Context: an optimization exercise on an open-source flow, tuned for small area, a short achievable clock period and few clock cycles. The choices shown serve that exercise and are no tape-out recipe. Function was checked by simulation only, so behaviour that the tests miss may differ from the original. No activity file was given, so power comes from the tool's default toggle rates.

==> wip/violet <==
==> flow/design.v (excerpt) <==
module unet_dec (
    input  logic        clk,
    input  logic        rst,
    input  logic        wb_cyc,
    input  logic        wb_stb,
    input  logic        wb_we,
    input  logic [8:0]  wb_adr,
    input  logic [15:0] wb_dat_w,
    output logic        wb_ack,
    output logic [15:0] wb_dat_r
);
make LEC_CHECK=0 CAP_MARGIN=20 CORE_MARGIN=2 CORE_UTILIZATION=55 CTS_CLUSTER_DIAMETER=80 CTS_CLUSTER_SIZE=24 SETUP_SLACK_MARGIN=3.6 SLEW_MARGIN=20 finish   # period 8.0 ns
run.sh (not shown) runs the stock make flow with config.mk's settings and CLKGATE_MAP_FILE= SYNTH_SCRIPT=/design/flow/synth_recipe.tcl, a recipe that flattens the netlist after the stock synthesis.
==> wip/cedar (differences from wip/violet) <==
--- a/flow/design.v
+++ b/flow/design.v
@@ -3523,12 +3523,13 @@
     logic [6:0]  wq_a;        
     logic [15:0] wq_d;
     logic [6:0]  wq_ent;      
     logic        wq_go;       
     logic        wq_al;       
     logic        wok;         
+    logic        wokn_o;      
     assign wq_go  = wq_v && wq_al;
     function automatic logic [6:0] wadr(input int j, input int m);
         int tr, ks, k;
         tr = j / 18;
         ks = (j % 18) / 9;
         k  = j % 9;
@@ -3560,17 +3561,19 @@
     end
     always_ff @(posedge clk or posedge rst) begin
         logic [6:0] na;
         logic       nm, nv;
         if (rst) begin
             wok <= 1'b1;
+            wokn_o <= !(1'b1);
         end else begin
             nv = (wr_req && is_q && wr_ok) || (wq_v && !wq_go);
             na = (wr_req && is_q && wr_ok) ? (is_x ? {2'b00, wb_adr[4:0]} : wb_adr[6:0]) : wq_a;
             nm = (wr_req && is_q && wr_ok) ? is_wk : wq_m[1];
             wok <= !nv || (nm ? !(t[0] ^ na[0]) : ((t + 7'd2 - na) & 7'd7) == 7'd0);
+            wokn_o <= !(!nv || (nm ? !(t[0] ^ na[0]) : ((t + 7'd2 - na) & 7'd7) == 7'd0));
         end
     end
     always_ff @(posedge clk) begin
         logic [6:0] na;
         logic       nm;
         if (wr_req && is_q && wr_ok) begin
@@ -3822,12 +3825,14 @@
     logic [8:0]  pa;          
     logic        pv;          
     logic        chain;       
     logic [15:0] pd;
     logic        pst;         
     logic        pok;         
+    logic [8:0]  pan_o;       
+    logic        pokn_o;      
     logic        need;        
     logic        pout;        
     logic [6:0]  ep, eg;
     logic [8:0]  ga;          
     logic        gout;        
     logic        follow;
@@ -3836,54 +3841,61 @@
     always_comb begin
         if (pst)       ga = done ? OUT_BASE : ADR_STATUS;
         else if (pout) ga = pa + 9'd1;
         else           ga = pa;
     end
     assign gout   = pst ? done : (pout && pa[6:0] != 7'h7f);
-    assign follow = chain || pst;
-    assign fi     = follow ? eg : ep;
-    assign fd     = (follow ? gout : pout) ? orr[fi] : 16'd0;
+    logic        fo;          
+    assign fd     = fo ? orr[fi] : 16'd0;
     assign rd_hit = rd_req && pok && wb_adr == pa;
     function automatic logic [6:0] next_guess_ent(input logic [8:0] x, input logic [6:0] e,
                                                  input logic [6:0] tn);
         if (x[5:0] != 6'h3f) next_guess_ent = e - 7'd1;    
         else                 next_guess_ent = tn - 7'd1;   
     endfunction
     always_ff @(posedge clk or posedge rst) begin
         if (rst) begin
             pa    <= ADR_STATUS;
+            pan_o <= ~(ADR_STATUS);
             pst   <= 1'b1;
             pok   <= 1'b1;
+            pokn_o <= !(1'b1);
             pout  <= 1'b0;
             pv    <= 1'b0;
             need  <= 1'b0;
             chain <= 1'b0;
             ep    <= '0;
             eg    <= 7'd1;
         end else if (wr_ack) begin
             pa    <= ADR_STATUS;
+            pan_o <= ~(ADR_STATUS);
             pst   <= 1'b1;
             pok   <= 1'b1;
+            pokn_o <= !(1'b1);
             need  <= 1'b0;
             pout  <= 1'b0;
             chain <= 1'b0;
             eg    <= t + 7'd1;
         end else if (rd_hit) begin
             pa    <= ga;
+            pan_o <= ~(ga);
             pst   <= pst && !done;
             pok   <= (pst && !done) || follow;
+            pokn_o <= !((pst && !done) || follow);
             pout  <= gout;
             pv    <= follow;
             chain <= follow;
             ep    <= eg + 7'd1;
             eg    <= (pst && !done) ? t + 7'd1 : next_guess_ent(ga, eg, t + 7'd1);
             need  <= 1'b0;
         end else if (rd_req && wb_adr != pa) begin
             pa    <= wb_adr;
+            pan_o <= ~(wb_adr);
             pst   <= wb_adr == ADR_STATUS;
             pok   <= wb_adr == ADR_STATUS;
+            pokn_o <= !(wb_adr == ADR_STATUS);
             pout  <= wb_adr[8:7] == 2'b11;
             pv    <= 1'b0;
             chain <= 1'b0;
             eg    <= t + 7'd1;         
             need  <= 1'b1;
         end else if (need) begin
@@ -3892,17 +3904,54 @@
             ep    <= t + 7'd1 - q;
             eg    <= pst ? t + 7'd1 : next_guess_ent(pa, t - q, t + 7'd1);
             need  <= 1'b0;
         end else begin
             pv    <= pv || !follow;
             pok   <= pst || pv || !follow;
+            pokn_o <= !(pst || pv || !follow);
             chain <= 1'b0;
             ep    <= ep + 7'd1;
             eg    <= eg + 7'd1;
         end
     end
+    always_ff @(posedge clk or posedge rst) begin
+        if (rst) begin
+            follow <= 1'b1;
+            fi     <= 7'd1;
+            fo     <= 1'b0;
+        end else if (wr_ack) begin
+            follow <= 1'b1;
+            fi     <= t + 7'd1;
+            fo     <= done_n;
+        end else if (rd_hit) begin
+            if (pst && !done) begin
+                fi <= t + 7'd1;
+                fo <= done_n;
+            end else if (follow) begin
+                fi <= next_guess_ent(ga, eg, t + 7'd1);
+                fo <= gout && ga[6:0] != 7'h7f;
+            end else begin
+                fi <= eg + 7'd1;
+                fo <= gout;
+            end
+        end else if (rd_req && wb_adr != pa) begin
+            follow <= wb_adr == ADR_STATUS;
+            fi     <= t + 7'd1;
+            fo     <= (wb_adr == ADR_STATUS) && done_n;
+        end else if (need) begin
+            logic [6:0] q;
+            q       = {pa[5:0], pa[6]};
+            follow <= pst;
+            fi     <= pst ? t + 7'd1 : t + 7'd1 - q;
+            fo     <= pst ? done_n : pout;
+        end else begin
+            follow <= pst;
+            fi     <= pst ? eg + 7'd1 : ep + 7'd1;
+            fo     <= pst ? done_n : pout;
+        end
+    end
     logic pst_n;
     always_comb begin
         if (wr_ack)                       pst_n = 1'b1;
         else if (rd_hit)                  pst_n = pst && !done;
         else if (rd_req && wb_adr != pa)  pst_n = wb_adr == ADR_STATUS;
         else                              pst_n = pst;
@@ -3911,13 +3960,13 @@
         if (pst_n) begin
             pd <= {14'd0, done_n, busy_n};
         end else if (rd_hit == follow) begin
             pd <= fd;
         end
     end
-    assign wb_ack   = wr_ack || rd_hit;
+    assign wb_ack   = (wr_req && !wokn_o) || (rd_req && !pokn_o && wb_adr == ~pan_o);
     assign wb_dat_r = pd;
 endmodule
 `timescale 1ns/1ps
 module unet_dec (
     input  logic        clk,
     input  logic        rst,
==> flow/config.mk (replaced) <==
export PLATFORM = sky130hd
export DESIGN_NAME = unet_dec
export DESIGN_NICKNAME = unet_dec
export VERILOG_FILES = /design/flow/design.v
export SDC_FILE = /design/flow/constraint.sdc
export NUM_CORES = 4
export LEC_CHECK = 0
export CAP_MARGIN = 30
export CORE_MARGIN = 2
export CORE_UTILIZATION = 55
export CTS_CLUSTER_DIAMETER = 80
export CTS_CLUSTER_SIZE = 24
export SETUP_SLACK_MARGIN = 3.9
export SLEW_MARGIN = 20
==> notes.md <==
- Of wip/cedar and wip/violet, wip/cedar has the higher combinational power (gap about 6%, measured against wip/violet).
- Against wip/cedar, the clock skew of wip/violet is lower by 0.013 ns.
- Against wip/cedar, the die area of wip/violet is smaller by about 0.9%.
- In wip/cedar the routed wire length is lower than in wip/violet, by about 0.5%.
- Against wip/cedar, the register-to-register slack of wip/violet is worse by 0.30 ns.
==> figures <==
|  | wip/cedar | wip/violet |
|---|---|---|
| Run status | complete, no violations | complete, no violations |
| Initial standard-cell utilization of the core | 55.23% | 55.22% |
| Iteration count of the initial detailed-routing pass | 13 | 9 |
| Fraction of area in multi-input gates | 41.10% | 41.24% |
| Die height | 692 um | 689.0 um |
| Width of the die | 692 um | 689.0 um |
| Maximum resistive drop on vdd | 0.0002802 V | 0.0003281 V |
| Area share of the leading cell type in the synthesized netlist | 48.34% | 48.77% |
| Floorplan die area | 478900 um2 | 474700 um2 |
| Syn nets | 24550 | 24109 |
| Crit path launch | wb_adr[5] | wb_adr[2] |
Testbench counts of wip/violet, summed over its fixed seeds: cycles 11,928.
Testbench counts of wip/cedar, summed over its fixed seeds: cycles 11,928.

==> separate check: timing with driven ports <==
The results above use ideal ports. As a check the final layouts listed here were re-extracted and re-timed, cells and wires unchanged. Step 1, drivers: a clkbuf_16 drives clk and a buf_2 each remaining input, both assumed. Step 2 also shifts input and output timing later by t, the mid clock arrival at the registers, as if the neighbouring blocks saw the same clock. Slacks: ideal / step 1 / step 2; pairs: ideal / step 1.
run	t, ns	setup slack, ns	worst data-port slew with drivers (ns)	pins driven straight from the clock port
wip/violet	1.173	3.338 / 3.182 / 2.146	0.25	1
wip/cedar	1.175	3.616 / 3.578 / 2.962	0.10	1
After both steps every run listed still meets setup and hold. For wip/violet, which loses most, drivers alone change the setup slack by -0.156 ns; drivers and shift together by -1.192 ns.
